Source: an optimization exercise on an open RTL-to-GDS flow (aim: small area, a short achievable clock period and few clock cycles per item). Production flows keep margins and buffers that such runs may drop.
Where RTL was checked, it was by simulation tests only, not by an equivalence proof against the original.
Power and IR drop assume default switching activity.

run 1:
## pipe_prefix_adder
module pipe_prefix_adder #(
  parameter int WIDTH     = 68,
  parameter int REG_EVERY = 2,
  parameter int TAG_W     = 4,
  parameter int BLK       = 4
) (
  input  logic             clk,
  input  logic             rst,
  input  logic             in_valid,
  output logic             in_ready,
  input  logic [WIDTH-1:0] a,
  input  logic [WIDTH-1:0] b,
  input  logic             cin,
  input  logic             op,
  input  logic [TAG_W-1:0] tag,
  output logic             out_valid,
  input  logic             out_ready,
  output logic [WIDTH-1:0] sum,
  output logic             cout,
  output logic             ovf,
  output logic             zero,
  output logic [TAG_W-1:0] tag_o
);
Size in the first run: roughly 220 I/O pins, ~7600 µm² of cells after synthesis.
clock: 4.5 ns
lec_check: 0
abc_area: 1
cap_margin: 20
core_margin: 2
core_utilization: 40
setup_slack_margin: 1.8
slew_margin: 20
standard.sh (not shown) runs the stock make flow with config.mk's settings and CLKGATE_MAP_FILE= SYNTH_SCRIPT=/design/flow/synth_recipe.tcl, a recipe that flattens the netlist after the stock synthesis.
==> flow/flow/run.sh <==
#!/bin/bash
# The standard layout, with two changes:
#  - synthesis skips the full/half-adder extraction (ADDER_MAP_FILE empty),
#    leaving all arithmetic to abc; it is otherwise the standard synthesis;
#  - each port gets a buf_2 as its port buffer.
set -e
export BUFFER_PORTS_ARGS="-buffer_cell sky130_fd_sc_hd__buf_2"
ADDER_MAP_FILE= bash standard.sh synth > synth.log 2>&1
bash standard.sh > standard.log 2>&1
Run 1 reached the end of the flow, and the finished layout is clean on the timing, DRC and antenna checks.
Testbench counts of run 1, summed over its fixed seeds: cycles 24,008, items 24,000.
--- input diff run 1..run 2 ---
- SETUP_SLACK_MARGIN now 1.5, was 1.8
diff --git a/flow/flow/run.sh b/flow/flow/run.sh
--- a/flow/flow/run.sh
+++ b/flow/flow/run.sh
@@ -5 +5 @@
-#  - each port gets a buf_2 as its port buffer.
+#  - each port gets a buf_1 as its port buffer.
@@ -7 +7 @@
-export BUFFER_PORTS_ARGS="-buffer_cell sky130_fd_sc_hd__buf_2"
+export BUFFER_PORTS_ARGS="-buffer_cell sky130_fd_sc_hd__buf_1"
## What came out
Summary: worst hold margin, run 2 worse than run 1
Measured against each other, run 2 and run 1 differ in maximum frequency, the higher figure coming from run 1.
Higher clock group share of total power was reported by run 2, not run 1.
Number of cells in the finished layout apart from fillers (run 2 over run 1): decrease, about 2%
diff inputs: run 2 => run 3
==> flow/flow/run.sh <==
#!/bin/bash
# The standard layout, with these changes to synthesis and placement:
#  - synthesis skips the full/half-adder extraction (ADDER_MAP_FILE empty)
#    and maps with the abc script in flow/abc.script; it is otherwise the
#    standard synthesis (same script, same registers and names);
#  - each port gets a buf_2 as its port buffer.
# Each step's output goes to its own log in this folder.
set -e
export BUFFER_PORTS_ARGS="-buffer_cell sky130_fd_sc_hd__buf_2"
rm -rf scripts_abc
cp -r "$FLOW_HOME/scripts" scripts_abc
cp flow/abc.script scripts_abc/abc_area.script
cp flow/abc.script scripts_abc/abc_speed.script
bash standard.sh synth ADDER_MAP_FILE= SCRIPTS_DIR="$PWD/scripts_abc" > synth.log 2>&1
bash standard.sh > standard.log 2>&1
==> flow/flow/abc.script (new file) <==
strash
dc2
dch -f
map -a
topo
stime -c
buffer -c
upsize -c
dnsize -c
[summary]
No crash in run 3: every stage finished, but the layout fails its final checks due to setup timing.
Run 3 vs. run 2: biggest cell delay along the critical path decreased by 0.09 ns relative to the old numbers, fraction of area in registers decreased by 1.4 points relative to the old numbers.
Between run 2 and run 3, the design area is higher for run 3.
Diff run 2 and run 3: switching part of the total power lower in run 3
Run 2 → run 3: power grew by about 4%, clock latency reported for the late side of the worst-skew pair held steady.
diff inputs: run 3 => run 4
==> flow/flow/run.sh <==
#!/bin/bash
# The standard layout, with two changes:
#  - synthesis skips the full/half-adder extraction (ADDER_MAP_FILE empty),
#    leaving all arithmetic to abc; it is otherwise the standard synthesis;
#  - each port gets a buf_2 as its port buffer.
set -e
export BUFFER_PORTS_ARGS="-buffer_cell sky130_fd_sc_hd__buf_2"
ADDER_MAP_FILE= bash standard.sh synth > synth.log 2>&1
bash standard.sh > standard.log 2>&1
removed: flow/flow/abc.script
[summary]
- Run 4: flow completed, timing, DRC and antenna clean
- | area occupied by multi-input gates | run 4 vs run 3 | 90 µm² higher |
- Higher combinational cell fraction of total power was reported by run 3, not run 4.
- Side by side, met3 wirelength from detailed routing turned out higher in run 4 than in run 3.
- The higher maximum vdd ir drop of run 4 and run 3 is in run 3.
- Synthesized-area fraction occupied by ao, oa, aoi and oai cells for run 4: 1.5 points down relative to run 3
- Per the comparison of run 4 with run 3, final antenna-violating net count held steady; final non-filler cell area now smaller; arrival time reported for the critical path endpoint lower; post-route met1 wirelength went up 20%.
- Proportion of total power due to net switching was lower in the run labelled run 3.
- Buffer share of cell area (higher): run 3

---

pipe_prefix_adder, a different RTL version from the one above (not shown whole).
Size in the first run: ~85 flip-flops, roughly 220 I/O pins, ~0.0079 sq mm of cells after synthesis.
export LEC_CHECK = 0
export ABC_AREA = 1
export CAP_MARGIN = 20
export CORE_MARGIN = 2
export CORE_UTILIZATION = 40
export CTS_BUF_LIST = sky130_fd_sc_hd__clkbuf_8
export CTS_CLUSTER_SIZE = 30
export SETUP_SLACK_MARGIN = 1.65
export SLEW_MARGIN = 20
create_clock -name core_clock -period 4.5 [get_ports {clk}]
==> flow/flow/run.sh <==
#!/bin/bash
# The standard layout, with two changes:
#  - synthesis skips the full/half-adder extraction (ADDER_MAP_FILE empty),
#    leaving all arithmetic to abc; it is otherwise the standard synthesis;
#  - each port gets a buf_1 as its port buffer.
set -e
export BUFFER_PORTS_ARGS="-buffer_cell sky130_fd_sc_hd__buf_1"
ADDER_MAP_FILE= bash standard.sh synth > synth.log 2>&1
bash standard.sh > standard.log 2>&1
The first run finished clean.
Edit:
Settings changed: SETUP_SLACK_MARGIN 1.65 to 1.8.
=>
- total power grows by 1.1%
- register-to-register slack is about the same
- maximum frequency is higher by 0.95%
- core utilization rises by 0.83 points
- flip-flop and latch count stays the same
- worst hold slack gains 6.0 ps
- design area goes up by 1.7%
- non-clock buffer count increases by 4
No functional check of the RTL was part of any run of this note.

-- separate check: timing with driven ports --
The flow's constraints put no driver on any port. The routed layouts listed below were extracted and timed again, unchanged, in two steps.
Step 1, drivers: a clkbuf_16 drives clk and a buf_2 each remaining input, both assumed.
Step 2 moves the port delays by t, midway between the first and last clock arrival at a register: inputs arrive t later, outputs are due t later. That takes back most of the time a late clock gives input paths.
a / b / c = ideal ports / drivers / drivers and shift; a / b = the first two.
| run | t (ns) | setup slack, ns | worst hold slack (ns) | worst setup path after step 2 | latest minus earliest clock arrival (ns) |
|---|---|---|---|---|---|
| run 1 | 0.385 | 1.637 / 1.595 / 1.234 | 0.371 / 0.346 / 0.731 | input to register | 0.009 / 0.008 |
| run 2 | 0.387 | 1.557 / 1.514 / 1.265 | 0.342 / 0.319 / 0.705 | input to register | 0.008 / 0.009 |
| run 3 | 0.379 | -0.351 / -0.359 / -0.738 | 0.384 / 0.360 / 0.739 | input to register | 0.012 / 0.012 |
| run 4 | 0.388 | 1.571 / 1.532 / 1.144 | 0.369 / 0.341 / 0.729 | input to register | 0.009 / 0.010 |
| the first run of note 2 | 0.406 | 1.489 / 1.453 / 1.506 | 0.306 / 0.290 / 0.697 | input to register | 0.013 / 0.013 |
| the second run of note 2 | 0.400 | 1.517 / 1.482 / 1.553 | 0.312 / 0.297 / 0.697 | input to register | 0.012 / 0.012 |
The setup slack of run 4, which loses most, moves by -0.039 ns with the drivers and by -0.427 ns with both steps.
